This is an optimization exercise on Yosys and OpenROAD, whose aim is small area, not a production implementation. The RTL was checked by simulation tests, not by an equivalence proof against the original design. Power figures rest on the tool's default switching activity, not on a simulated workload.

==> flow/design.v <==
package net_pkg;
    localparam int MDIO_FRAME_BITS = 64;              
    localparam int INIT_WRITES     = 2;               
    typedef logic [7:0]                 tcp_byte_t;    
    typedef logic [4:0]                 phy_addr_t;    
    typedef logic [4:0]                 phy_reg_t;     
    typedef logic [15:0]                phy_data_t;    
    typedef logic [MDIO_FRAME_BITS-1:0] mdio_frame_t;  
    typedef struct packed {
        logic      valid;                             
        tcp_byte_t data;                              
    } tx_beat_t;
    typedef struct packed {
        logic pll_reset;                              
        logic pcs_reset;                              
        logic stack_reset;                            
    } net_resets_t;
    typedef struct packed {
        logic mdc;                                    
        logic mdio_out;                               
    } mdio_pins_t;
    localparam logic [31:0] MDIO_PREAMBLE = 32'hFFFF_FFFF;  
    localparam logic [1:0]  MDIO_START    = 2'b01;
    localparam logic [1:0]  MDIO_OP_WRITE = 2'b01;
    localparam logic [1:0]  MDIO_TA_WRITE = 2'b10;          
    function automatic logic [4:0] init_reg(input logic idx);
        init_reg = idx ? 5'd4 : 5'd0;
    endfunction
    function automatic logic [15:0] init_data(input logic idx);
        init_data = idx ? 16'h0021 : 16'h1140;               
    endfunction
    function automatic logic [MDIO_FRAME_BITS-1:0] mdio_write_frame(input logic [4:0]  addr,
                                                                      input logic [4:0]  regnum,
                                                                      input logic [15:0] data);
        mdio_write_frame = {MDIO_PREAMBLE, MDIO_START, MDIO_OP_WRITE, addr, regnum, MDIO_TA_WRITE, data};
    endfunction
endpackage
`timescale 1ns/1ps
module reset_sequencer (
    input  logic                 clk125m,
    input  logic                 reset_pulse,         
    input  logic                 pll_locked,          
    input  logic                 pcs_resetdone,       
    output net_pkg::net_resets_t resets               
);
    logic [1:0] resetdone_sync;                       
    logic       resetdone_dly;                        
    logic       resetdone_rise;                       
    logic [2:0] restart_cnt;                          
    logic       pll_reset_q;
    logic       stack_reset_q;
    always_ff @(posedge clk125m) begin
        resetdone_sync <= {resetdone_sync[0], pcs_resetdone};
        resetdone_dly  <= resetdone_sync[1];
    end
    always_ff @(posedge clk125m) begin
        if (reset_pulse) begin
            resetdone_rise <= 1'b0;
        end else begin
            resetdone_rise <= resetdone_sync[1] & ~resetdone_dly;
        end
    end
    always_ff @(posedge clk125m) begin
        if (reset_pulse) begin
            restart_cnt <= 3'd0;
        end else if (restart_cnt == 3'd0) begin
            restart_cnt <= {2'b00, resetdone_rise};
        end else if (restart_cnt != 3'd7) begin
            restart_cnt <= restart_cnt + 3'd1;
        end
    end
    always_ff @(posedge clk125m) begin
        pll_reset_q   <= reset_pulse;
        stack_reset_q <= ~pll_locked;
    end
    assign resets.pll_reset   = pll_reset_q;
    assign resets.pcs_reset   = (restart_cnt >= 3'd3) && (restart_cnt <= 3'd6);  
    assign resets.stack_reset = stack_reset_q;
endmodule
`timescale 1ns/1ps
module mdio_initializer #(
    parameter net_pkg::phy_addr_t PHY_ADDR = 5'd1,    
    parameter int unsigned        MDC_DIV  = 128      
) (
    input  logic                clk125m,
    input  logic                reset_pulse,
    input  logic                restart,              
    output net_pkg::mdio_pins_t mdio,                 
    output logic                init_done             
);
    localparam logic [127:0] FRAMES = {
        net_pkg::mdio_write_frame(PHY_ADDR, net_pkg::init_reg(1'b0), net_pkg::init_data(1'b0)),
        net_pkg::mdio_write_frame(PHY_ADDR, net_pkg::init_reg(1'b1), net_pkg::init_data(1'b1))
    };
    logic [6:0] div_cnt;                              
    logic       fall_tick;
    logic [7:0] pos;
    assign fall_tick = (div_cnt == 7'd127);
    always_ff @(posedge clk125m) begin
        if (reset_pulse) begin
            div_cnt <= '0;
        end else begin
            div_cnt <= div_cnt + 7'd1;
        end
    end
    always_ff @(posedge clk125m) begin
        if (reset_pulse || restart) begin
            pos <= 8'd0;
        end else if (pos < 8'd2 || (fall_tick && pos != 8'd131)) begin
            pos <= pos + 8'd1;
        end
    end
    always_comb begin
        if (pos >= 8'd3 && pos <= 8'd130) begin
            mdio.mdio_out = FRAMES[8'd130 - pos];
        end else begin
            mdio.mdio_out = 1'b1;                     
        end
    end
    assign mdio.mdc  = div_cnt[6];                    
    assign init_done = (pos == 8'd131);
endmodule
`timescale 1ns/1ps
module tx_prefifo #(
    parameter int unsigned FIFO_DEPTH  = 64,          
    parameter int unsigned ALMOST_FULL = 32           
) (
    input  logic              clk125m,
    input  logic              reset_pulse,
    input  net_pkg::tx_beat_t user_tx,                
    input  logic              stack_full,             
    output logic              user_full,              
    output net_pkg::tx_beat_t stack_tx                
);
    localparam int PTR_W = (FIFO_DEPTH > 1) ? $clog2(FIFO_DEPTH) : 1;
    localparam int CNT_W = $clog2(FIFO_DEPTH + 1);
    localparam logic [CNT_W-1:0] CNT_FULL = CNT_W'(FIFO_DEPTH);
    localparam logic [CNT_W-1:0] CNT_AF   = CNT_W'(ALMOST_FULL);
    logic [8*FIFO_DEPTH-1:0] sr;
    logic [CNT_W-1:0]        count;
    logic                    push;
    logic                    pop;
    logic                    out_valid;
    assign push = user_tx.valid && (count != CNT_FULL);
    assign pop  = (count != '0) && !stack_full;
    always_ff @(posedge clk125m) begin
        if (push) begin
            sr <= {sr[8*FIFO_DEPTH-9:0], user_tx.data};
        end
    end
    always_ff @(posedge clk125m) begin
        if (reset_pulse) begin
            count <= '0;
        end else begin
            case ({push, pop})
                2'b10:   count <= count + 1'b1;
                2'b01:   count <= count - 1'b1;
                default: count <= count;
            endcase
        end
    end
    assign user_full = (count >= CNT_AF);
    always_ff @(posedge clk125m) begin
        if (reset_pulse) begin
            out_valid <= 1'b0;
        end else begin
            out_valid <= pop;
        end
    end
    assign stack_tx.valid = out_valid;
    logic [FIFO_DEPTH-1:0] rd_sel;
    always_comb begin
        for (int i = 0; i < FIFO_DEPTH; i++) begin
            rd_sel[i] = (count[PTR_W-1:0] == PTR_W'(i));
        end
    end
    always_comb begin
        stack_tx.data = '0;
        for (int i = 0; i < FIFO_DEPTH; i++) begin
            stack_tx.data = stack_tx.data | (sr[8*i +: 8] & {8{rd_sel[i]}});
        end
    end
endmodule
`timescale 1ns/1ps
module network_frontend #(
    parameter net_pkg::phy_addr_t PHY_ADDR    = 5'd1,  
    parameter int unsigned        MDC_DIV     = 128,   
    parameter int unsigned        FIFO_DEPTH  = 64,    
    parameter int unsigned        ALMOST_FULL = 32     
) (
    input  logic                 clk125m,
    input  logic                 reset_pulse,          
    input  logic                 pll_locked,
    input  logic                 pcs_resetdone,        
    input  net_pkg::tx_beat_t    user_tx,              
    input  logic                 stack_full,           
    output net_pkg::net_resets_t resets,
    output net_pkg::mdio_pins_t  mdio,                 
    output logic                 init_done,            
    output logic                 user_full,
    output net_pkg::tx_beat_t    stack_tx              
);
    reset_sequencer u_reset_sequencer (
        .clk125m       (clk125m),
        .reset_pulse   (reset_pulse),
        .pll_locked    (pll_locked),
        .pcs_resetdone (pcs_resetdone),
        .resets        (resets)
    );
    mdio_initializer #(
        .PHY_ADDR (PHY_ADDR),
        .MDC_DIV  (MDC_DIV)
    ) u_mdio_initializer (
        .clk125m     (clk125m),
        .reset_pulse (reset_pulse),
        .restart     (resets.pcs_reset),               
        .mdio        (mdio),
        .init_done   (init_done)
    );
    tx_prefifo #(
        .FIFO_DEPTH  (FIFO_DEPTH),
        .ALMOST_FULL (ALMOST_FULL)
    ) u_tx_prefifo (
        .clk125m     (clk125m),
        .reset_pulse (reset_pulse),
        .user_tx     (user_tx),
        .stack_full  (stack_full),
        .user_full   (user_full),
        .stack_tx    (stack_tx)
    );
endmodule
`timescale 1ns/1ps
module network_frontend_top (
    input  logic       clk125m,
    input  logic       reset_pulse,         
    input  logic       pll_locked,
    input  logic       pcs_resetdone,       
    input  logic       user_tx_valid,       
    input  logic [7:0] user_tx_data,        
    input  logic       stack_full,          
    output logic       pll_reset,
    output logic       pcs_reset,
    output logic       stack_reset,
    output logic       mdc,                 
    output logic       mdio_out,            
    output logic       init_done,           
    output logic       user_full,
    output logic       stack_tx_valid,      
    output logic [7:0] stack_tx_data        
);
    net_pkg::tx_beat_t    user_tx;
    net_pkg::net_resets_t resets;
    net_pkg::mdio_pins_t  mdio;
    net_pkg::tx_beat_t    stack_tx;
    assign user_tx.valid = user_tx_valid;
    assign user_tx.data  = user_tx_data;
    network_frontend u_network_frontend (
        .clk125m       (clk125m),
        .reset_pulse   (reset_pulse),
        .pll_locked    (pll_locked),
        .pcs_resetdone (pcs_resetdone),
        .user_tx       (user_tx),
        .stack_full    (stack_full),
        .resets        (resets),
        .mdio          (mdio),
        .init_done     (init_done),
        .user_full     (user_full),
        .stack_tx      (stack_tx)
    );
    assign pll_reset      = resets.pll_reset;
    assign pcs_reset      = resets.pcs_reset;
    assign stack_reset    = resets.stack_reset;
    assign mdc            = mdio.mdc;
    assign mdio_out       = mdio.mdio_out;
    assign stack_tx_valid = stack_tx.valid;
    assign stack_tx_data  = stack_tx.data;
endmodule
==> flow/run.sh <==
#!/bin/bash
# synth_recipe.tcl (not shown) runs the flow's synth.tcl, then flattens the netlist and writes it again
# the make line also repeats each setting of config.mk as NAME=value (left out here)
make -C /OpenROAD-flow-scripts/flow DESIGN_CONFIG=/design/flow/config.mk WORK_HOME=/design/flow/orfs CLKGATE_MAP_FILE= SYNTH_SCRIPT=/design/flow/synth_recipe.tcl finish
==> flow/config.mk <==
export PLATFORM = sky130hd
export DESIGN_NAME = network_frontend_top
export DESIGN_NICKNAME = network_frontend_top
export VERILOG_FILES = /design/flow/design.v
export SDC_FILE = /design/flow/constraint.sdc
export NUM_CORES = 4
export LEC_CHECK = 0
export CAP_MARGIN = 20
export CORE_MARGIN = 2
export CORE_UTILIZATION = 40
export CTS_CLUSTER_DIAMETER = 80
export CTS_CLUSTER_SIZE = 25
export SLEW_MARGIN = 20
==> flow/constraint.sdc <==
create_clock -name core_clock -period 8.0 [get_ports {clk125m}]
set_input_delay 1.6000 -clock core_clock [delete_from_list [all_inputs] [get_ports {clk125m}]]
set_output_delay 1.6000 -clock core_clock [all_outputs]
set_load 0.01 [all_outputs]
==> impl_results.md, run 1 <==
* Crit path cell chain: nand2b_1 -> nor2_1 -> buf_4 -> a22o_1 -> a221oi_1 -> nand4_1 -> or4_1 -> clkdlybuf4s50_1
* Power, Total at slightly below 7 mW
* Input/output buffers at 29
* CTS H-tree lvls at 1
* Max-slew headroom at 8.41%
* Final #Nets at around 1,300
* Post-synth EDFFs at 512
* Root buf cell: clkbuf_16
* Share of cells above drive strength 1 at under 10%
* DR vias/cell at between 6 and 7
* Cell family with most CP delay: simple AND/OR/NAND/NOR gates
* Final hold vios at 0
* Clock transition at path regs at about 0.090 ns
* Vias in the first global route at around 12,000
* Slowest stage cell, crit path: nand2b_1
* Drt pass-1 iters at 9
* Worst EP required at 6.40 ns
* WL final at about 62 mm
* Area occupied by multi-input gates at around 4300 um2
* Pwr dens at 302 nW/um2
* Antenna violations before repair at 0
* Flop2flop setup slack at between 3 and 4 ns
* Final setup violation count at 0
* Post-route ant nets at 0
* Max Fanout on Critical Path at 18
* WL/cell at around 32 um
* Register area at 16,000 um2
* Die span in x at about 230 um
* Ports at 30
* Die height at about 230 um
* CP endpoint: stack_tx_data[7]
* Syn_area_per_cell at roughly 17 um2
* DR iter-0 viols at ~2,300
* YS warnings at 4
* Worst path depth at 8
* WP buf/inv at 2
* Gr usage total at 22.9%
* Primary FF master, synth: edfxtp_1
* Fmax at 169 MHz
* RSZ-0062 raised after global routing: false
* Clock skew at slightly below 0.02 ns
* Arrival time at the worst endpoint at 4.33 ns
* Clock sink total at between 500 and 600
* Crit start category: flip-flop
* Post-CTS Setup Inserts at 0
* Post-Syn Area at between 20,000 and 25,000 um2
* Worst hold slack at around 0.36 ns
* Clk buf depth at 3
* Post-route DRC violation count at 0
* Worst vdd ir at approximately 0.21 mV
* Largest net degree at the start of global routing at 200
* CP Class: flip-flop to primary output
* Filler cells at 4,319
* Post-synthesis sequential area ratio at around four fifths
* Core Box Area at about 50,000 um2
* Post-CTS Hold Buffers at 0
* GP Congestion at ~0.92
* Syn Nets at roughly 1,200
* Synth Register Bits at between 500 and 600
* Period utilization at 74.1%
* Worst slew pin tran at 1.37 ns
* Syn Inst Count at between 1,000 and 1,500
* LEAKAGE at 7.01 nW
* Largest stage delay on the critical path at about 0.73 ns
* Synth unique cells at 58
* Clk Latency, worst-skew pair at approximately 0.60 ns
* Total grt overflow at 0
* Reg2reg start: u_network_frontend.u_tx_prefifo.count[0]$_SDFFE_PP0P_
* Post-synth ARST share at 0%
* Routed vias at about 12,000
* Final Max Tran Viols at 0
* TNS Setup at 0 ns
* Status: timing/DRC/antenna clean
* Num rows at just over 80
* Element type at the critical path end: primary output
* Starting Density at 40.6%
* Detail Placement HPWL at 38.4 mm
* Worst min path class: flip-flop to flip-flop
* CTS tree: built
* First-pass GRT wire length at roughly 86 mm
* Max_cap viols at 0
* DIE AREA at around 53,000 um2
* R2R Path End: u_network_frontend.u_tx_prefifo.count[6]$_SDFFE_PP0P_
* CTS Buf Count at 27
* Reg2Reg Depth at 12
* CTS resizes at 0
* Fin crit period at 5.93 ns
* Area grow syn2layout at 10.2%
* CP startpoint: u_network_frontend.u_tx_prefifo.count[5]$_SDFFE_PP0P_
[cell usage after synthesis, types with 5 or more instances]
cell       instances  share of area (%)
edfxtp_1         512                 75
a221oi_1         113                4.8
a22o_1           111                4.7
nor2_1            84                1.5
nand4_1           40                1.2
dfxtp_1           32                3.1
a22oi_1           22               0.81
nand2_1           21               0.39
inv_1             20               0.37
ha_1              17                1.0
a21oi_1           14               0.34
nor3_1            13               0.32
nor2_2            12               0.37
clkbuf_1          11               0.20
nand3_1           11               0.27
or4_1             10               0.37
xor2_1            10               0.43
and3_1             9               0.28
buf_2              9               0.22
o21ai_0            7               0.17
xnor2_1            7               0.30
and2_1             6               0.18
nor2b_1            6               0.18
o211ai_1           6               0.22
buf_4              5               0.18
nand4bb_1          5               0.28
[worst min-delay path by stage]
stage / endpoint / cells after the start
2_1_floorplan: flip-flop / 0
3_3_place_gp: u_network_frontend.u_reset_sequencer.resetdone_dly$_DFF_P_ / 0
3_5_place_dp: u_network_frontend.u_reset_sequencer.resetdone_dly$_DFF_P_ / 0
4_1_cts: u_network_frontend.u_reset_sequencer.resetdone_dly$_DFF_P_ / 0
5_1_grt: flip-flop / 0
6_report: u_network_frontend.u_reset_sequencer.resetdone_dly$_DFF_P_ / 0
[metal layers]
metal	GRT usage, %	part of all wire, %	wire (um)	vias to the layer above
met1	32.1	38	23800	6362
li1	-	-	-	5024
met2	34.6	44	27200	942
met4	9.03	4.8	2940	0
met5	0	0	0	-
met3	5.38	13	7780	164
[per-stage QoR]
stage	cell area, um2	util [%]	setup WS, ns	std cells
after detailed placement	21800	43.2	2.55	1876
after CTS	22500	44.8	2.13	1910
after global placement	21800	43.2	2.64	1876
final	22600	44.8	2.07	1911
after global routing	22600	44.8	1.95	1910
after floorplan	20500	-	-1.74	1170
[power by group]
part | internal (mW) | switching, mW
combinational | 0.405 | 0.795
clock | 0.655 | 0.888
sequential | 3.73 | 0.329
total | 4.79 | 2.01
[final cells by class]
| cell class | count | area share [%] |
|---|---|---|
| sequential | 544 | 71.0 |
| multi-input combinational | 577 | 19.0 |
| tap | 672 | 3.73 |
| clock buffer | 27 | 3.00 |
| timing repair buffer | 63 | 2.49 |
| clock inverter | 7 | 0.444 |
| inverter | 20 | 0.349 |
| antenna | 1 | 0.0111 |
[cells in the final DEF, fill, tap and decap left out, types with 3 or more instances in the layout]
master           instances
nor2b_1                  6
a22oi_1                 22
and3_1                   9
nand2b_1                 3
nor2_2                  33
edfxtp_1               512
clkbuf_16               27
dfxtp_1                 32
nand4bb_1                5
nand3_1                 11
nand4b_2                 3
xnor2_1                  7
or4_1                   10
or4b_1                   4
o211ai_1                 6
nor3_1                  13
buf_4                   32
ha_1                    17
o21ai_0                  7
nor2_1                  63
xor2_1                  10
and2_1                   6
a221oi_1               113
a22o_1                 111
nand2_1                 20
or2_2                    4
nand4_1                 40
clkdlybuf4s50_1         29
mux2i_1                  3
a21oi_1                 14
a211oi_1                 3
inv_1                   19
[worst reg2reg max path, delay by kind of cell, from the launching register on]
| kind | cells | cell delay (ns) |
|---|---|---|
| compound gates | 1 | 0.28 |
| simple gates | 8 | 3.06 |
| xor+xnor | 1 | 0.12 |
| fa+ha+maj | 2 | 0.70 |
| flops | 1 | 0.54 |
[logic make-up after synthesis]
logic type               count (synthesis)  synth area share (%)
flip-flops                             544                  78.2
AO/OA/AOI/OAI                          298                  12.1
AND/OR/NAND/NOR                        241                  6.44
buffers and inverters                   49                  1.19
adder cells (fa/ha/maj)                 18                  1.14
XOR/XNOR                                17                 0.727
multiplexers                             3                 0.147
[sequential cells by signal, summed over array words and instances (netlist names)]
signal and flops:
u_network_frontend.u_reset_sequencer.stack_reset_q 1, u_network_frontend.u_reset_sequencer.restart_cnt 3, u_network_frontend.u_mdio_initializer.div_cnt 7, u_network_frontend.u_mdio_initializer.pos 8
u_network_frontend.u_tx_prefifo.out_valid 1, u_network_frontend.u_tx_prefifo.count 7, u_network_frontend.u_reset_sequencer.pll_reset_q 1, u_network_frontend.u_reset_sequencer.resetdone_rise 1
u_network_frontend.u_reset_sequencer.resetdone_dly 1, u_network_frontend.u_tx_prefifo.sr 512, u_network_frontend.u_reset_sequencer.resetdone_sync 2
==> run 2: changes to the inputs <==
--- a/flow/design.v
+++ b/flow/design.v
@@ -48,5 +48,13 @@
     logic       resetdone_rise;                       
-    logic [2:0] restart_cnt;                          
+    logic [2:0] restart_st;                           
     logic       pll_reset_q;
     logic       stack_reset_q;
+    localparam logic [2:0] S_IDLE  = 3'b000;
+    localparam logic [2:0] S_ARMED = 3'b001;
+    localparam logic [2:0] S_WAIT  = 3'b011;
+    localparam logic [2:0] S_P0    = 3'b111;
+    localparam logic [2:0] S_P1    = 3'b110;
+    localparam logic [2:0] S_P2    = 3'b100;
+    localparam logic [2:0] S_P3    = 3'b101;
+    localparam logic [2:0] S_SPENT = 3'b010;
     always_ff @(posedge clk125m) begin
@@ -64,7 +72,14 @@
         if (reset_pulse) begin
-            restart_cnt <= 3'd0;
-        end else if (restart_cnt == 3'd0) begin
-            restart_cnt <= {2'b00, resetdone_rise};
-        end else if (restart_cnt != 3'd7) begin
-            restart_cnt <= restart_cnt + 3'd1;
+            restart_st <= S_IDLE;
+        end else begin
+            case (restart_st)
+                S_IDLE:  restart_st <= resetdone_rise ? S_ARMED : S_IDLE;
+                S_ARMED: restart_st <= S_WAIT;
+                S_WAIT:  restart_st <= S_P0;
+                S_P0:    restart_st <= S_P1;
+                S_P1:    restart_st <= S_P2;
+                S_P2:    restart_st <= S_P3;
+                S_P3:    restart_st <= S_SPENT;
+                default: restart_st <= S_SPENT;
+            endcase
         end
@@ -76,3 +91,3 @@
     assign resets.pll_reset   = pll_reset_q;
-    assign resets.pcs_reset   = (restart_cnt >= 3'd3) && (restart_cnt <= 3'd6);  
+    assign resets.pcs_reset   = restart_st[2];        
     assign resets.stack_reset = stack_reset_q;
@@ -90,3 +105,3 @@
 );
-    localparam logic [127:0] FRAMES = {
+    localparam logic [127:0] FRAMES_MSB = {
         net_pkg::mdio_write_frame(PHY_ADDR, net_pkg::init_reg(1'b0), net_pkg::init_data(1'b0)),
@@ -94,2 +109,10 @@
     };
+    function automatic logic [127:0] bit_reverse(input logic [127:0] v);
+        for (int i = 0; i < 128; i++) begin
+            bit_reverse[i] = v[127 - i];
+        end
+    endfunction
+    localparam logic [127:0] FRAMES = bit_reverse(FRAMES_MSB);
+    localparam logic [7:0] POS_IDLE = 8'd253;
+    localparam logic [7:0] POS_DONE = 8'd128;
     logic [6:0] div_cnt;                              
@@ -97,3 +120,4 @@
     logic [7:0] pos;
-    assign fall_tick = (div_cnt == 7'd127);
+    logic       pos_step;
+    assign fall_tick = &div_cnt;
     always_ff @(posedge clk125m) begin
@@ -105,6 +129,13 @@
     end
+    always_comb begin
+        if (pos[7] && pos[2]) begin
+            pos_step = fall_tick || !(pos[1] && pos[0]);    
+        end else begin
+            pos_step = fall_tick && !pos[7];                
+        end
+    end
     always_ff @(posedge clk125m) begin
         if (reset_pulse || restart) begin
-            pos <= 8'd0;
-        end else if (pos < 8'd2 || (fall_tick && pos != 8'd131)) begin
+            pos <= POS_IDLE;
+        end else if (pos_step) begin
             pos <= pos + 8'd1;
@@ -112,11 +143,5 @@
     end
-    always_comb begin
-        if (pos >= 8'd3 && pos <= 8'd130) begin
-            mdio.mdio_out = FRAMES[8'd130 - pos];
-        end else begin
-            mdio.mdio_out = 1'b1;                     
-        end
-    end
-    assign mdio.mdc  = div_cnt[6];                    
-    assign init_done = (pos == 8'd131);
+    assign mdio.mdio_out = pos[7] | FRAMES[pos[6:0]];    
+    assign mdio.mdc      = div_cnt[6];                   
+    assign init_done     = pos[7] & ~pos[2];
 endmodule
==> flow/flow/run.sh (new file) <==
#!/bin/bash
# Own layout flow: the standard ORFS flow (standard.sh) with three changes:
#  - synthesis maps the logic with an area-oriented ABC script (flow/abc_area.script);
#    everything else in synthesis, flip-flop mapping included, is the standard script
#  - port buffers are the smallest buffer cell
#  - clock tree sinks are clustered more coarsely, without dummy loads
# Each tool's output goes to a log in this folder.
set -euo pipefail
W=$(pwd)
F=$W/flow

# standard synth.tcl with the abc script swapped
sed 's|^  log_cmd abc {\*}\$abc_args|  lset abc_args 1 '"$F"'/abc_area.script\n  log_cmd abc {*}$abc_args|' \
    "$FLOW_HOME/scripts/synth.tcl" > "$W/own_synth_body.tcl"
grep -q "abc_area.script" "$W/own_synth_body.tcl"
sed 's|source \$::env(SCRIPTS_DIR)/synth.tcl|source '"$W"'/own_synth_body.tcl|' \
    "$W/synth_recipe.tcl" > "$W/own_synth.tcl"
grep -q "own_synth_body.tcl" "$W/own_synth.tcl"

CTS="-sink_clustering_enable -repair_clock_nets -sink_clustering_size 18 -sink_clustering_max_diameter 50 -buf_list sky130_fd_sc_hd__clkbuf_8 -dont_use_dummy_load"

bash "$W/standard.sh" \
    SYNTH_SCRIPT="$W/own_synth.tcl" \
    BUFFER_PORTS_ARGS="-buffer_cell sky130_fd_sc_hd__buf_1" \
    CTS_ARGS="$CTS" \
    finish > "$W/orfs_make.log" 2>&1
test -s "$W/out/final.def"
==> flow/flow/abc_area.script (new file) <==
&get -n
&st
&syn2
&dch
&nf -R 1000 -p -F 8 -A 8 -C 32
&put
topo
dnsize -c
==> flow/standard.sh (new file) <==
#!/bin/bash
# synth_recipe.tcl (not shown) runs the flow's synth.tcl, then flattens the netlist and writes it again
# the make line also repeats each setting of config.mk as NAME=value (left out here)
make -C /OpenROAD-flow-scripts/flow DESIGN_CONFIG=/design/flow/config.mk WORK_HOME=/design/flow/orfs CLKGATE_MAP_FILE= SYNTH_SCRIPT=/design/flow/synth_recipe.tcl "${@:-finish}"
--- a/flow/config.mk
+++ b/flow/config.mk
@@ -9,5 +9,4 @@
 export CORE_MARGIN = 2
-export CORE_UTILIZATION = 40
-export CTS_CLUSTER_DIAMETER = 80
-export CTS_CLUSTER_SIZE = 25
+export CORE_UTILIZATION = 70
+export PLACE_DENSITY = 0.85
 export SLEW_MARGIN = 20
removed: flow/run.sh
==> run 2 against run 1 <==
Net effect:
- utilization rose by 30 points
- clock skew rose by 0.039 ns
- still clean on timing, DRC and antenna
- cell area fell by 8.4%
- sequential power fell by 2%
- critical path type unchanged
- clock-buffer cell count rose by 14
- die area fell by 45%
- hold slack got worse by 0.014 ns
- synthesized cell count fell by 8.4%
- via count fell by 11%
- setup slack improved by 0.81 ns
- largest cell class unchanged
- first-iteration DRC count rose by 11%
==> impl_results.md, run 2 <==
* Vias in the first global route at 10,500 (-10%)
* Worst min path class: flip-flop to flip-flop
* Ranking of synthesized cells by area: edfxtp_1 (79%), a222oi_1 (5.0%), dfxtp_1 (3.3%)
* Fmax at 195 MHz (+16%)
* ANT cells at 0 (-1)
* Max-slew headroom at 26.3% (+18 points)
* Core Box Area at 27,600 um2 (-45%)
* Syn Inst Count at 1,072 (-8.4%)
* Commonest non-fill, non-tap cell in the layout: edfxtp_1
* Top cell type's share of synthesized area at 79.0% (+3.9 points)
* CTS tree: built
* Flop2flop setup slack at 3.63 ns (+0.46 ns)
* Power, Total at 6.23 mW (-8.4%)
* Max Fanout on Critical Path at 17 (-1)
* WP buf/inv at 1 (-1)
* RSZ-0062 raised after global routing: false
* Final Max Tran Viols at 0 (unchanged)
* Cell family with most CP delay: simple AND/OR/NAND/NOR gates
* LEAKAGE at 6.40 nW (-8.7%)
* Post-route DRC violation count at 0 (unchanged)
* Clock skew at 0.0586 ns (+0.0393 ns)
* WL/cell at 28.6 um (-11%)
* Detail Placement HPWL at 29.8 mm (-22%)
* Reg2reg start: u_network_frontend.u_tx_prefifo.count[4]$_SDFFE_PP0P_
* DR iter-0 viols at 2,537 (+11%)
* Max reg flops at 512 (unchanged)
* YS warnings at 3 (-1)
* Largest stage delay on the critical path at 0.70 ns (-0.03 ns)
* CTS resizes at 0 (unchanged)
* Area grow syn2layout at 6.19%
* Slowest stage cell, crit path: or2_0
* Non-filler cells, final at 1,522 (-20%)
* Clock sink total at 544 (unchanged)
* Final #Nets at 1,172 (-7.4%)
* Crit start category: flip-flop
* DR vias/cell at 7.33 (+12%)
* Commonest cells after routing, fill and taps aside: edfxtp_1 (512), a222oi_1 (98), nor2_1 (92)
* Clock transition at path regs at 0.07 ns (-0.02 ns)
* Post-Syn Area at 19,500 um2 (-5.0%)
* Largest net degree at the start of global routing at 217 (+8.5%)
* WL final at 43.5 mm (-29%)
* Syn_area_per_cell at 18.1 um2 (+3.7%)
* Root buf cell: clkbuf_8
* Element type at the critical path end: primary output
* Count leader, synth: edfxtp_1
* Drt pass-1 iters at 13 (+4)
* Syn Nets at 1,098 (-8.7%)
* Post-synth ARST share at 0% (unchanged)
* Clk Latency, worst-skew pair at 0.58 ns (-0.02 ns)
* Max_cap viols at 0 (unchanged)
* Clk buf depth at 3 (unchanged)
* Cell taking the most area after synthesis: edfxtp_1
* Synth cell count leaders: edfxtp_1 (512), a222oi_1 (98), nor2_1 (92)
* Placed Area at 20,100 um2 (-7.7%)
* Post-synth EDFFs at 512 (unchanged)
* DIE AREA at 29,100 um2 (-45%)
* Final hold vios at 0 (unchanged)
* CP Class: flip-flop to primary output
* Largest regs: u_network_frontend.u_tx_prefifo.sr: 512 flops, u_network_frontend.u_mdio_initializer.pos: 8 flops
* Post-route ant nets at 0 (unchanged)
* Die span in x at 171 um (-26%)
* Fin crit period at 5.12 ns (-0.806 ns)
* Pwr dens at 302 nW/um2 (about the same)
* Routed vias at 11,200 (-11%)
* Post-CTS Hold Buffers at 0 (unchanged)
* Worst EP required at 6.40 ns (about the same)
* Synth Register Bits at 544 (unchanged)
* Post-CTS Setup Inserts at 0 (unchanged)
* CTS Buf Count at 41 (+52%)
* Gr usage total at 30.3% (+7.4 points)
* Antenna violations before repair at 1 (+1)
* Final setup violation count at 0 (unchanged)
* Starting Density at 70.6% (+30 points)
* Ports at 30 (unchanged)
* Design area at 20,700 um2 (-8.4%)
* CTS H-tree lvls at 2 (+1)
* Die height at 171 um (-26%)
* Share of cells above drive strength 1 at 3.85% (-5.3 points)
* Synth unique cells at 30 (-48%)
* Arrival time at the worst endpoint at 3.52 ns (-0.81 ns)
* CP startpoint: u_network_frontend.u_tx_prefifo.count[5]$_SDFFE_PP0P_
* Status: timing/DRC/antenna clean
* Num rows at 61 (-26%)
* Post-synthesis sequential area ratio at 82.3% (+4.1 points)
* Register with the most flip-flops: u_network_frontend.u_tx_prefifo.sr
* Worst slew pin tran at 1.11 ns (-0.263 ns)
* Crit path cell chain: or2_0 -> nor2_1 -> a222oi_1 -> nand4_1 -> nor4_1 -> nand2_1 -> buf_1
* Post-placement cell count at 1,481 (-21%)
* Total grt overflow at 0 (unchanged)
* Utilization after layout at 75.0% (+30 points)
* Worst vdd ir at 0.206 mV (about the same)
* Period utilization at 64.0% (-10 points)
* TNS Setup at 0 ns (unchanged)
* First-pass GRT wire length at 64.1 mm (-26%)
* GP Congestion at 1.16 (+26%)
* Primary FF master, synth: edfxtp_1
* Input/output buffers at 29 (unchanged)
[run 2: layout make-up]
cell class,count,area [um2]
multi-input combinational,520,3410
sequential,544,16000
tap,378,473
timing repair buffer,31,140
clock buffer,41,564
inverter,8,56.3
fill,1549,6900
[run 2: path summary, 6_finish.rpt]
kind	end	depth (start not counted)
setup / recovery	stack_tx_data[1]	7
hold / removal	flip-flop	0
setup reg to reg	u_network_frontend.u_tx_prefifo.count[6]$_SDFFE_PP0P_	15
hold reg to reg	flip-flop	0
[run 2: report_power, final]
group	switching, mW	internal, mW	total, mW
sequential	0.293	3.67	3.96
clock	0.794	0.462	1.26
combinational	0.718	0.291	1.01
total	1.81	4.42	6.23
[run 2: kinds of logic after synthesis]
logic type      count (synthesis)  share of synthesized area [%]
compound gates                221                           9.57
flops                         544                           82.3
buf+inv                         8                          0.154
simple gates                  272                           6.46
xor+xnor                       15                          0.675
fa+ha+maj                      12                          0.810
[run 2: metrics by stage]
step	hold slack [ns]	setup WS (ns)
floorplan	0.310	2.80
global placement	0.312	3.68
detailed placement	0.339	3.54
CTS	0.352	2.93
global route	0.356	2.58
finish	0.343	2.88
[run 2: per-layer routing]
metal	share of wire [%]	vias to the layer above	global-route usage (%)
met5	0.030	-	0
met4	2.1	2	6.87
met3	14	94	8.00
met2	46	926	46.7
met1	38	5472	44.8
li1	-	4665	-
==> run 3: changes to the inputs <==
--- a/flow/flow/run.sh
+++ b/flow/flow/run.sh
@@ -19,3 +19,3 @@
 
-CTS="-sink_clustering_enable -repair_clock_nets -sink_clustering_size 18 -sink_clustering_max_diameter 50 -buf_list sky130_fd_sc_hd__clkbuf_8 -dont_use_dummy_load"
+CTS="-sink_clustering_enable -repair_clock_nets -sink_clustering_size 10 -sink_clustering_max_diameter 40 -buf_list sky130_fd_sc_hd__clkbuf_4 -dont_use_dummy_load"
 
--- a/flow/config.mk
+++ b/flow/config.mk
@@ -9,4 +9,4 @@
 export CORE_MARGIN = 2
-export CORE_UTILIZATION = 70
-export PLACE_DENSITY = 0.85
+export CORE_UTILIZATION = 60
+export PLACE_DENSITY = 0.75
 export SLEW_MARGIN = 20
==> run 3 against run 2 <==
Net effect:
- global-route usage decreased by 2.8 points
- largest power group unchanged
- cell area about the same
- non-clock buffer count increased by 2
- clock-buffer cell count increased by 26
- wire length increased by 5.4%
- register-to-register slack got worse by 0.31 ns
- combinational power about the same
- synthesized area unchanged
- synthesized cell count unchanged
==> impl_results.md, run 3 <==
* CTS resizes at 0 (unchanged)
* Synth unique cells at 30 (unchanged)
* Max_cap viols at 0 (unchanged)
* Vias in the first global route at 10,700 (+1.9%)
* YS warnings at 3 (unchanged)
* TNS Setup at 0 ns (unchanged)
* Die height at 184 um (+7.8%)
* Period utilization at 70.0% (+6.0 points)
* Top cell type's share of synthesized area at 79.0% (unchanged)
* Cell taking the most area after synthesis: edfxtp_1
* Num rows at 65 (+6.6%)
* Post-route DRC violation count at 0 (unchanged)
* Starting Density at 61.3% (-9.3 points)
* LEAKAGE at 6.42 nW (+0.34%)
* Syn Inst Count at 1,072 (unchanged)
* Clock skew at 0.0591 ns (+0.000539 ns)
* DIE AREA at 33,900 um2 (+16%)
* Final setup violation count at 0 (unchanged)
* Area grow syn2layout at 6.10% (about the same)
* Total grt overflow at 0 (unchanged)
* Status: timing/DRC/antenna clean
* CTS tree: built
* Pwr dens at 302 nW/um2 (about the same)
* Worst min path class: flip-flop to flip-flop
* Antenna violations before repair at 1 (unchanged)
* Worst EP required at 6.40 ns (about the same)
* Register with the most flip-flops: u_network_frontend.u_tx_prefifo.sr
* First-pass GRT wire length at 67.4 mm (+5.0%)
* RSZ-0062 raised after global routing: false
* Clock transition at path regs at 0.10 ns (+0.03 ns)
* Count leader, synth: edfxtp_1
* Final #Nets at 1,200 (+2.4%)
* Max-slew headroom at 24.3% (-2.0 points)
* Post-Syn Area at 19,500 um2 (unchanged)
* GP Congestion at 1.02 (-12%)
* Largest net degree at the start of global routing at 207 (-4.6%)
* WL/cell at 29.1 um (+1.8%)
* CTS H-tree lvls at 3 (+1)
* Max Fanout on Critical Path at 17 (unchanged)
* Crit start category: flip-flop
* Post-synth EDFFs at 512 (unchanged)
* Synth cell count leaders: edfxtp_1 (512), a222oi_1 (98), nor2_1 (92)
* Syn_area_per_cell at 18.1 um2 (unchanged)
* Share of cells above drive strength 1 at 6.14% (+2.3 points)
* DR iter-0 viols at 2,326 (-8.3%)
* Power, Total at 6.23 mW (about the same)
* Worst vdd ir at 0.317 mV (+54%)
* WL final at 45.9 mm (+5.4%)
* Root buf cell: clkbuf_4
* Element type at the critical path end: primary output
* Commonest cells after routing, fill and taps aside: edfxtp_1 (512), a222oi_1 (98), nor2_1 (92)
* Largest regs: u_network_frontend.u_tx_prefifo.sr: 512 flops, u_network_frontend.u_mdio_initializer.pos: 8 flops
* Max reg flops at 512 (unchanged)
* CP Class: flip-flop to primary output
* Commonest non-fill, non-tap cell in the layout: edfxtp_1
* Gr usage total at 27.5% (-2.8 points)
* Drt pass-1 iters at 10 (-3)
* Die span in x at 184 um (+7.8%)
* Reg2Reg Depth at 15 (unchanged)
* Post-synthesis sequential area ratio at 82.3% (unchanged)
* Ports at 30 (unchanged)
* DR vias/cell at 7.23 (-1.4%)
* Clk Latency, worst-skew pair at 0.74 ns (+0.16 ns)
* Core Box Area at 31,700 um2 (+15%)
* Clk buf depth at 3 (unchanged)
* Fmax at 179 MHz (-8.6%)
* Post-synth ARST share at 0% (unchanged)
* Clock sink total at 544 (unchanged)
* Routed vias at 11,400 (+2.0%)
* Primary FF master, synth: edfxtp_1
* CTS Buf Count at 67 (+63%)
* Post-CTS Hold Buffers at 0 (unchanged)
* Hold depth at 0 (unchanged)
* Ranking of synthesized cells by area: edfxtp_1 (79%), a222oi_1 (5.0%), dfxtp_1 (3.3%)
* Arrival time at the worst endpoint at 4.00 ns (+0.48 ns)
* Final hold vios at 0 (unchanged)
* Input/output buffers at 29 (unchanged)
* Syn Nets at 1,098 (unchanged)
* Final Max Tran Viols at 0 (unchanged)
* Worst hold slack at 0.272 ns (-0.0707 ns)
* Post-route ant nets at 0 (unchanged)
* Detail Placement HPWL at 30.7 mm (+3.0%)
* Post-CTS Setup Inserts at 0 (unchanged)
* Fin crit period at 5.60 ns (+0.481 ns)
* Worst slew pin tran at 1.13 ns (+0.0263 ns)
* Synth Register Bits at 544 (unchanged)
==> run 3: metal layers <==
metal / vias to the layer above / track usage, % / routed length (um)
met5: - / 0 / 0
met3: 130 / 7.21 / 5760
met1: 5584 / 41.5 / 18600
met2: 912 / 39.2 / 19900
li1: 4755 / - / -
met4: 0 / 10.1 / 1590
==> run 3: layout make-up <==
| type | instances | area (um2) |
|---|---|---|
| Multi-Input combinational cell | 520 | 3410 |
| Timing Repair Buffer | 33 | 151 |
| Sequential cell | 544 | 16000 |
| Fill cell | 2198 | 11100 |
| Clock buffer | 67 | 503 |
| Inverter | 8 | 56.3 |
| Tap cell | 402 | 503 |
| Antenna cell | 1 | 2.50 |
==> run 3: worst paths after layout <==
check             slack (ns)                                                  start                                                    end
setup / recovery        2.40  u_network_frontend.u_tx_prefifo.count[5]$_SDFFE_PP0P_                                       stack_tx_data[7]
hold / removal          0.27                                              flip-flop                                              flip-flop
setup reg to reg        3.32  u_network_frontend.u_tx_prefifo.count[5]$_SDFFE_PP0P_  u_network_frontend.u_tx_prefifo.count[6]$_SDFFE_PP0P_
hold reg to reg         0.27                                              flip-flop                                              flip-flop
==> run 3: metrics by stage <==
step	cell area (um2)	util, %	std cells	setup WS [ns]
final	20600	65.1	1575	2.40
after global routing	20600	65.1	1575	2.22
after CTS	20600	65.1	1574	2.47
after detailed placement	20100	63.5	1507	3.27
after global placement	20100	63.5	1507	3.32
after floorplan	19500	-	1072	2.80
==> run 3: logic make-up (layout without fill, tap and decap cells) <==
logic type      after synthesis  after routing  share of synthesized area [%]
flops                       544            544                           82.3
simple gates                272            272                           6.46
compound gates              221            221                           9.57
xor+xnor                     15             15                          0.675
fa+ha+maj                    12             12                          0.810
buf+inv                       8            108                          0.154
other cells                   0              1                              0
==> run 3: worst max-delay path, stage by stage, from the launching register on <==
cell and delay, ns:
dfxtp_1 0.46, or2_0 0.73, nor2_1 0.47, a22o_1 0.35, a221oi_1 0.24, nand4_1 0.12
nor4_1 0.54, nand2_1 0.19, buf_1 0.18
==> run 3: where the power goes <==
part           switching, mW  internal [mW]
Combinational          0.744          0.293
Clock                  0.845          0.388
Sequential             0.288           3.67
Total                   1.88           4.35
==> run 4: changes to the inputs <==
--- a/flow/design.v
+++ b/flow/design.v
@@ -195,12 +195,33 @@
     assign stack_tx.valid = out_valid;
-    logic [FIFO_DEPTH-1:0] rd_sel;
+    logic [7:0] sel_lo;
+    logic [7:0] sel_hi;
+    logic [7:0] grp [8];
     always_comb begin
-        for (int i = 0; i < FIFO_DEPTH; i++) begin
-            rd_sel[i] = (count[PTR_W-1:0] == PTR_W'(i));
+        for (int i = 0; i < 8; i++) begin
+            sel_lo[i] = (count[2:0] == 3'(i));
+            sel_hi[i] = (count[5:3] == 3'(i));
         end
     end
+    for (genvar g = 0; g < 8; g++) begin : g_rd
+        tx_prefifo_sel8 u_sel (
+            .d   (sr[64*g +: 64]),
+            .sel (sel_lo),
+            .q   (grp[g])
+        );
+    end
+    tx_prefifo_sel8 u_sel_hi (
+        .d   ({grp[7], grp[6], grp[5], grp[4], grp[3], grp[2], grp[1], grp[0]}),
+        .sel (sel_hi),
+        .q   (stack_tx.data)
+    );
+endmodule
+module tx_prefifo_sel8 (
+    input  logic [63:0] d,
+    input  logic [7:0]  sel,
+    output logic [7:0]  q
+);
     always_comb begin
-        stack_tx.data = '0;
-        for (int i = 0; i < FIFO_DEPTH; i++) begin
-            stack_tx.data = stack_tx.data | (sr[8*i +: 8] & {8{rd_sel[i]}});
+        q = '0;
+        for (int i = 0; i < 8; i++) begin
+            q = q | (d[8*i +: 8] & {8{sel[i]}});
         end
--- a/flow/flow/run.sh
+++ b/flow/flow/run.sh
@@ -6,2 +6,3 @@
 #  - clock tree sinks are clustered more coarsely, without dummy loads
+#  - placement repair keeps nets at 64 pins or fewer (flow/max_fanout.tcl)
 # Each tool's output goes to a log in this folder.
@@ -25,2 +26,3 @@
     CTS_ARGS="$CTS" \
+    PRE_GLOBAL_PLACE_TCL="$F/max_fanout.tcl" \
     finish > "$W/orfs_make.log" 2>&1
==> flow/flow/max_fanout.tcl (new file) <==
set_max_fanout 64 [current_design]
==> run 4 against run 3 <==
Net effect:
- synthesized cell count decreased by 6.6%
- combinational power increased by 38%
- global-route usage fell by 4.4 points
- hold slack improved by 0.062 ns
==> impl_results.md, run 4 <==
* GP Congestion at 0.773 (-24%)
* Clock sink total at 544 (unchanged)
* Post-CTS Hold Buffers at 0 (unchanged)
* Antenna violations before repair at 1 (unchanged)
* XOR/XNOR share of the synthesized area at 0.772% (+0.096 points)
* Post-route DRC violation count at 0 (unchanged)
* Post-synth EDFFs at 512 (unchanged)
* Post-synth ARST share at 0% (unchanged)
* CTS tree: built
* Final #Nets at 1,146 (-4.5%)
* Area occupied by multi-input gates at 3270 um2 (-4.0%)
* Max Fanout on Critical Path at 43 (+26)
* Clk Latency, worst-skew pair at 0.73 ns (about the same)
* Reg2reg start: u_network_frontend.u_tx_prefifo.count[3]$_SDFFE_PP0P_
* Reg2Reg Depth at 14 (-1)
* Ports at 30 (unchanged)
* Worst slew pin tran at 0.902 ns (-0.230 ns)
* Drt pass-1 iters at 7 (-3)
* Max reg flops at 512 (unchanged)
* Clock skew at 0.0709 ns (+0.0117 ns)
* Register with the most flip-flops: u_network_frontend.u_tx_prefifo.sr
* Arrival time at the worst endpoint at 3.59 ns (-0.41 ns)
* Count leader, synth: edfxtp_1
* YS warnings at 5 (+2)
* Die span in x at 183 um (-0.39%)
* Routed vias at 10,700 (-6.1%)
* Largest family of logic cells by synthesized area: compound AO/OA/AOI/OAI gates
* Top cell type's share of synthesized area at 79.7% (+0.64 points)
* Synth Area in Simple Gates at 3.38% (-3.1 points)
* DIE AREA at 33,600 um2 (-0.78%)
* Final setup violation count at 0 (unchanged)
* Commonest non-fill, non-tap cell in the layout: edfxtp_1
* Vias in the first global route at 10,400 (-2.3%)
* Final hold vios at 0 (unchanged)
* Placed Area at 20,100 um2 (-0.17%)
* LEAKAGE at 6.28 nW (-2.3%)
* WL/cell at 25.3 um (-13%)
* DR iter-0 viols at 1,845 (-21%)
* Input/output buffers at 29 (unchanged)
* RSZ-0062 raised after global routing: false
* Final Max Tran Viols at 0 (unchanged)
* Share of cells above drive strength 1 at 8.59% (+2.4 points)
* Total grt overflow at 0 (unchanged)
* Pwr dens at 318 nW/um2 (+5.3%)
* Status: timing/DRC/antenna clean
* Flop2flop setup slack at 4.29 ns (+0.97 ns)
* Detail Placement HPWL at 20.5 mm (-33%)
* Filler cells at 2,110 (-4.0%)
* Complex-gate fraction of the synthesized area at 11.9% (+2.3 points)
* Largest net degree at the start of global routing at 63 (-70%)
* Largest regs: u_network_frontend.u_tx_prefifo.sr: 512 flops, u_network_frontend.u_mdio_initializer.pos: 8 flops
* R2R Path End: u_network_frontend.u_tx_prefifo.count[6]$_SDFFE_PP0P_
* Num rows at 65 (unchanged)
* CTS Buf Count at 66 (-1.5%)
* Post-route ant nets at 0 (unchanged)
* Crit start category: flip-flop
* Synth unique cells at 36 (+20%)
* Root buf cell: clkbuf_4
* Adder-Cell Fraction of Synth Area at 0.817% (+0.0065 points)
* Core Box Area at 31,600 um2 (-0.26%)
* Element type at the critical path end: primary output
* WL final at 38.5 mm (-16%)
* Fin crit period at 5.19 ns (-0.406 ns)
* Period utilization at 64.9% (-5.1 points)
* Die height at 183 um (-0.39%)
* Max-slew headroom at 39.7% (+15 points)
* Max_cap viols at 0 (unchanged)
* DR vias/cell at 7.02 (-2.8%)
* Power, Total at 6.54 mW (+5.0%)
* CP startpoint: u_network_frontend.u_tx_prefifo.count[1]$_SDFFE_PP0P_
* Clock transition at path regs at 0.11 ns (about the same)
* Worst min path class: flip-flop to flip-flop
* Worst EP required at 6.40 ns (about the same)
* Post-CTS Setup Inserts at 0 (unchanged)
* Commonest cells after routing, fill and taps aside: edfxtp_1 (512), a222oi_1 (104), a22oi_1 (81)
* Synth cell count leaders: edfxtp_1 (512), a222oi_1 (104), a22oi_1 (81)
* Clk buf depth at 3 (unchanged)
* Fmax at 193 MHz (+7.8%)
* Syn_area_per_cell at 19.3 um2 (+6.2%)
* Hold depth at 0 (unchanged)
* CTS resizes at 0 (unchanged)
* Cell taking the most area after synthesis: edfxtp_1
* CP Class: flip-flop to primary output
* Register area at 16,000 um2 (unchanged)
* CTS H-tree lvls at 3 (unchanged)
* Area grow syn2layout at 6.74%
* Worst vdd ir at 0.249 mV (-21%)
* TNS Setup at 0 ns (unchanged)
* Design area at 20,600 um2 (-0.20%)
* Syn Inst Count at 1,001 (-6.6%)
* Multiplexer share of the synthesized area at 0% (unchanged)
* Gr usage total at 23.1% (-4.4 points)
* Post-Syn Area at 19,300 um2 (-0.80%)
* Post-synthesis sequential area ratio at 83.0% (+0.66 points)
* Starting Density at 61.0% (-0.33 points)
* First-pass GRT wire length at 59.1 mm (-12%)
* Syn Nets at 1,027 (-6.5%)
* Primary FF master, synth: edfxtp_1
* Synth Register Bits at 544 (unchanged)
* Ranking of synthesized cells by area: edfxtp_1 (80%), a222oi_1 (5.4%), dfxtp_1 (3.3%)
[run 4: cell types whose count changed after synthesis, sizes merged, moves of 3 or more]
cell | before | now
nor3 | 8 | 13
nand4 | 40 | 2
nand3 | 28 | 25
nand3b | 0 | 4
nand2 | 70 | 32
nor2 | 92 | 23
nor4 | 14 | 8
a22o | 6 | 2
and3 | 2 | 6
a21oi | 15 | 29
a41oi | 0 | 5
a31oi | 0 | 39
a222oi | 98 | 104
o22ai | 0 | 10
[run 4: stage by stage]
stage                     hold slack [ns]  std cells  setup WS (ns)  util [%]
final                               0.334       1521           2.81      65.1
after global routing                0.345       1521           2.64      65.1
after CTS                           0.337       1520           2.79      65.1
after detailed placement            0.315       1454           3.54      63.5
after global placement              0.311       1454           3.67      63.5
after floorplan                     0.310       1001          0.493         -
[run 4: layout make-up]
type / count / share of cell area [%]
sequential: 544 / 77.8
multi-input combinational: 449 / 15.9
tap: 402 / 2.44
clock buffer: 66 / 2.41
timing repair buffer: 51 / 1.33
inverter: 8 / 0.170
antenna: 1 / 0.0121
[run 4: cell families (layout without fill, tap and decap cells)]
family,count (synthesis),after routing
flops,544,544
xor+xnor,17,17
simple gates,131,131
other cells,0,1
compound gates,289,289
fa+ha+maj,12,12
buf+inv,8,125
[run 4: where the power goes]
group | internal (mW) | switching, mW | total (mW)
Combinational | 0.476 | 0.952 | 1.43
Sequential | 3.66 | 0.252 | 3.91
Clock | 0.383 | 0.819 | 1.20
[run 4: worst max-delay path by stage]
stage | to | slack [ns]
CTS | stack_tx_data[3] | 2.79
global placement | stack_tx_data[2] | 3.67
finish | stack_tx_data[3] | 2.81
detailed placement | stack_tx_data[3] | 3.54
global route | stack_tx_data[3] | 2.64
floorplan | u_network_frontend.u_tx_prefifo.sr[0]$_DFFE_PP_ | 0.49
[run 4: worst max-delay path: stages (launching register included)]
cell	delay (ns)
dfxtp_1	0.45
clkinv_1	0.24
and3_2	0.46
buf_4	0.42
a222oi_1	0.45
a41oi_1	0.17
nor4_1	0.42
nand2_1	0.14
buf_1	0.15
[run 4: layer usage]
layer	part of all wire, %	vias up	GRT usage [%]
li1	-	4639	-
met3	9.8	63	3.91
met5	0	-	0
met2	46	645	34.3
met4	1.7	0	7.46
met1	43	5335	35.6
==> run 5: changes to the inputs <==
--- a/flow/flow/run.sh
+++ b/flow/flow/run.sh
@@ -20,3 +20,3 @@
 
-CTS="-sink_clustering_enable -repair_clock_nets -sink_clustering_size 10 -sink_clustering_max_diameter 40 -buf_list sky130_fd_sc_hd__clkbuf_4 -dont_use_dummy_load"
+CTS="-sink_clustering_enable -repair_clock_nets -sink_clustering_size 18 -sink_clustering_max_diameter 50 -buf_list sky130_fd_sc_hd__clkbuf_8 -dont_use_dummy_load"
 
--- a/flow/config.mk
+++ b/flow/config.mk
@@ -9,4 +9,4 @@
 export CORE_MARGIN = 2
-export CORE_UTILIZATION = 60
-export PLACE_DENSITY = 0.75
+export CORE_UTILIZATION = 70
+export PLACE_DENSITY = 0.85
 export SLEW_MARGIN = 20
==> run 5 against run 4 <==
Net effect:
- synthesized area did not move
- critical path type unchanged
- via count barely moved
- flip-flop and latch count unchanged
- critical path depth stayed put
- hold slack improved by 0.018 ns
- die area shrank 14%
- total power up 0.62%
- largest power group unchanged
- register-to-register slack hardly changed
==> impl_results.md, run 5 <==
* Commonest cells after routing, fill and taps aside: edfxtp_1 (512), a222oi_1 (104), a22oi_1 (81)
* Area grow syn2layout at 6.50%
* Slowest stage cell, crit path: and3_2
* DR vias/cell at 7.47 (+6.3%)
* Worst EP required at 6.40 ns (about the same)
* CTS resizes at 0 (unchanged)
* Primary FF master, synth: edfxtp_1
* Non-filler cells, final at 1,430 (-6.0%)
* RSZ-0062 raised after global routing: false
* Fmax at 191 MHz (-0.73%)
* Worst min path class: flip-flop to flip-flop
* Post-route ant nets at 0 (unchanged)
* Syn Nets at 1,027 (unchanged)
* Syn_area_per_cell at 19.3 um2 (unchanged)
* Crit path cell chain: clkinv_1 -> and3_2 -> buf_4 -> a222oi_1 -> a31oi_1 -> nor4_1 -> nand2_1 -> buf_1
* Max_cap viols at 0 (unchanged)
* Hold depth at 0 (unchanged)
* Clock transition at path regs at 0.10 ns (about the same)
* Largest regs: u_network_frontend.u_tx_prefifo.sr: 512 flops, u_network_frontend.u_mdio_initializer.pos: 8 flops
* CP Class: flip-flop to primary output
* ANT cells at 0 (-1)
* Max Fanout on Critical Path at 33 (-23%)
* GP Congestion at 0.804 (+4.1%)
* WL/cell at 26.7 um (+5.5%)
* Synth unique cells at 36 (unchanged)
* Clock sink total at 544 (unchanged)
* Post-synth ARST share at 0% (unchanged)
* Largest net degree at the start of global routing at 65 (+3.2%)
* Die span in x at 170 um (-7.3%)
* DIE AREA at 28,900 um2 (-14%)
* Arrival time at the worst endpoint at 3.63 ns (+0.04 ns)
* Vias in the first global route at 10,500 (+0.89%)
* Root buf cell: clkbuf_8
* Ports at 30 (unchanged)
* Synth Register Bits at 544 (unchanged)
* Power, Total at 6.58 mW (+0.62%)
* Worst hold slack at 0.352 ns (+0.0182 ns)
* Clk Latency, worst-skew pair at 0.60 ns (-0.13 ns)
* DR iter-0 viols at 1,923 (+4.2%)
* Element type at the critical path end: primary output
* CTS H-tree lvls at 2 (-1)
* Core Box Area at 27,000 um2 (-15%)
* Net switching power at 2.00 mW (-1.2%)
* Largest stage delay on the critical path at 0.54 ns (+0.08 ns)
* Cell taking the most area after synthesis: edfxtp_1
* Die height at 170 um (-7.3%)
* Reg2Reg Depth at 14 (unchanged)
* Worst slew pin tran at 0.931 ns (+0.0298 ns)
* Status: timing/DRC/antenna clean
* Switching Fraction at 30.4% (-0.57 points)
* Post-placement cell count at 1,390 (-4.4%)
* CTS Buf Count at 40 (-39%)
* CTS tree: built
* Share of cells above drive strength 1 at 6.15% (-2.4 points)
* Fin crit period at 5.23 ns (+0.0382 ns)
* TNS Setup at 0 ns (unchanged)
* LEAKAGE at 6.24 nW (-0.50%)
* Routed vias at 10,700 (-0.056%)
* Final setup violation count at 0 (unchanged)
* Max reg flops at 512 (unchanged)
* Clk buf depth at 3 (unchanged)
* Detail Placement HPWL at 21.1 mm (+2.6%)
* Input/output buffers at 29 (unchanged)
* First-pass GRT wire length at 57.9 mm (-1.9%)
* Post-Syn Area at 19,300 um2 (unchanged)
* Reg power frac at 59.5% (-0.3 points)
* Post-synthesis sequential area ratio at 83.0% (unchanged)
* Commonest non-fill, non-tap cell in the layout: edfxtp_1
* Num rows at 60 (-7.7%)
* Synth cell count leaders: edfxtp_1 (512), a222oi_1 (104), a22oi_1 (81)
* Max-slew headroom at 37.9% (-1.8 points)
* Drt pass-1 iters at 10 (+3)
* Comb pwr share at 21.8% (about the same)
* YS warnings at 5 (unchanged)
* WL final at 38.2 mm (-0.84%)
* Final hold vios at 0 (unchanged)
* Total grt overflow at 0 (unchanged)
* Pint at 4.58 mW (+1.5%)
* Clock power frac at 18.7% (+0.3 points)
* Final Max Tran Viols at 0 (unchanged)
* Clock skew at 0.0717 ns (+0.000808 ns)
* Starting Density at 71.4% (+10 points)
* Syn Inst Count at 1,001 (unchanged)
* Register with the most flip-flops: u_network_frontend.u_tx_prefifo.sr
* Pwr dens at 320 nW/um2 (+0.84%)
* Post-synth EDFFs at 512 (unchanged)
* Top cell type's share of synthesized area at 79.7% (unchanged)
* Post-CTS Setup Inserts at 0 (unchanged)
* Final #Nets at 1,117 (-2.5%)
* Count leader, synth: edfxtp_1
* Ranking of synthesized cells by area: edfxtp_1 (80%), a222oi_1 (5.4%), dfxtp_1 (3.3%)
* Gr usage total at 26.5% (+3.4 points)
* Post-route DRC violation count at 0 (unchanged)
* Antenna violations before repair at 0 (-1)
* Period utilization at 65.4% (+0.48 points)
* Post-CTS Hold Buffers at 0 (unchanged)
* Crit start category: flip-flop
* Worst vdd ir at 0.259 mV (+4.0%)
==> run 5: cell count changes in the layout (fill, tap and decap cells not counted) <==
cell	delta
buf_4	-3
clkbuf_4	-66
clkbuf_8	+40
diode_2	-1
==> run 5: cell families (layout without fill, tap and decap cells) <==
| family | after synthesis | in the layout | synth area share [%] |
|---|---|---|---|
| AOI/OAI and AO/OA | 289 | 289 | 11.9 |
| xor gates and xnor gates | 17 | 17 | 0.772 |
| adders and majority gates | 12 | 12 | 0.817 |
| buffers and inverters | 8 | 96 | 0.156 |
| DFF | 544 | 544 | 83.0 |
| and+or+nand+nor | 131 | 131 | 3.38 |
==> run 5: stage by stage <==
stage / utilization (%) / setup WS (ns) / cell area, um2
2_1_floorplan: - / 0.493 / 19300
3_3_place_gp: 74.0 / 3.51 / 20000
3_5_place_dp: 74.0 / 3.42 / 20000
4_1_cts: 76.0 / 2.79 / 20600
5_1_grt: 76.0 / 2.60 / 20600
6_report: 76.0 / 2.77 / 20600
==> run 5: critical path: cells and delay by family (launching register included) <==
kind	cells	cell delay [ns]
AO/OA/AOI/OAI	2	0.63
flip-flops	1	0.46
AND/OR/NAND/NOR	3	1.13
buffers and inverters	3	0.82
==> run 5: routing by layer <==
metal / track usage (%) / routed length [um] / share of wire [%] / vias to the layer above
met3: 6.72 / 4750 / 12 / 86
met4: 9.77 / 1030 / 2.7 / 0
met1: 38.9 / 14900 / 39 / 5288
li1: - / - / - / 4550
met5: 0 / 0 / 0 / -
met2: 39.6 / 17600 / 46 / 752
==> run 5: power groups by stage <==
stage	clock network, mW	registers, mW	logic (mW)
floorplan	0	3.91	0.952
global placement	0	3.93	1.37
detailed placement	0	3.96	1.42
CTS	1.25	3.91	1.42
global route	1.34	3.95	1.55
finish	1.23	3.91	1.43
==> run 5: final timing paths <==
| path | to | startpoint | slack (ns) |
|---|---|---|---|
| worst max register to register | u_network_frontend.u_tx_prefifo.count[6]$_SDFFE_PP0P_ | u_network_frontend.u_tx_prefifo.count[3]$_SDFFE_PP0P_ | 4.28 |
| worst max-delay path | stack_tx_data[3] | u_network_frontend.u_tx_prefifo.count[1]$_SDFFE_PP0P_ | 2.77 |
| worst min-delay path | u_network_frontend.u_reset_sequencer.resetdone_dly$_DFF_P_ | flip-flop | 0.35 |
| worst min register to register | u_network_frontend.u_reset_sequencer.resetdone_dly$_DFF_P_ | flip-flop | 0.35 |
==> run 5: cell type report <==
class	instances	area [um2]
multi-input combinational	449	3270
clock buffer	40	551
fill	1443	6470
sequential	544	16000
timing repair buffer	48	251
tap	341	427
inverter	8	35.0

-- afterwards: timing with drivers on the ports --
How much do the figures lean on ideal ports? The routed layouts below were timed once more, with nothing changed but the port constraints.
Step 1 sets driving cells, clkbuf_16 on the clock port and buf_2 on the other inputs (assumed; they add their load-dependent delay and slew).
Step 2, shift: input delay + t, output delay - t, t = (earliest + latest rising clock arrival at the registers) / 2. This alone moves slack from input paths to output paths.
a / b / c = no drivers / after step 1 / after step 2; a / b = the first two.
run	t, ns	setup slack, ns	hold slack, ns
run 1	0.641	2.075 / 2.019 / 2.661	0.357 / 0.357 / 0.357
run 2	0.603	2.881 / 2.835 / 3.437	0.343 / 0.343 / 0.343
run 3	0.738	2.399 / 2.356 / 3.094	0.272 / 0.272 / 0.272
run 4	0.721	2.806 / 2.760 / 3.481	0.334 / 0.334 / 0.334
run 5	0.603	2.767 / 2.720 / 3.324	0.352 / 0.352 / 0.352
After both steps setup and hold are still met in every run listed.
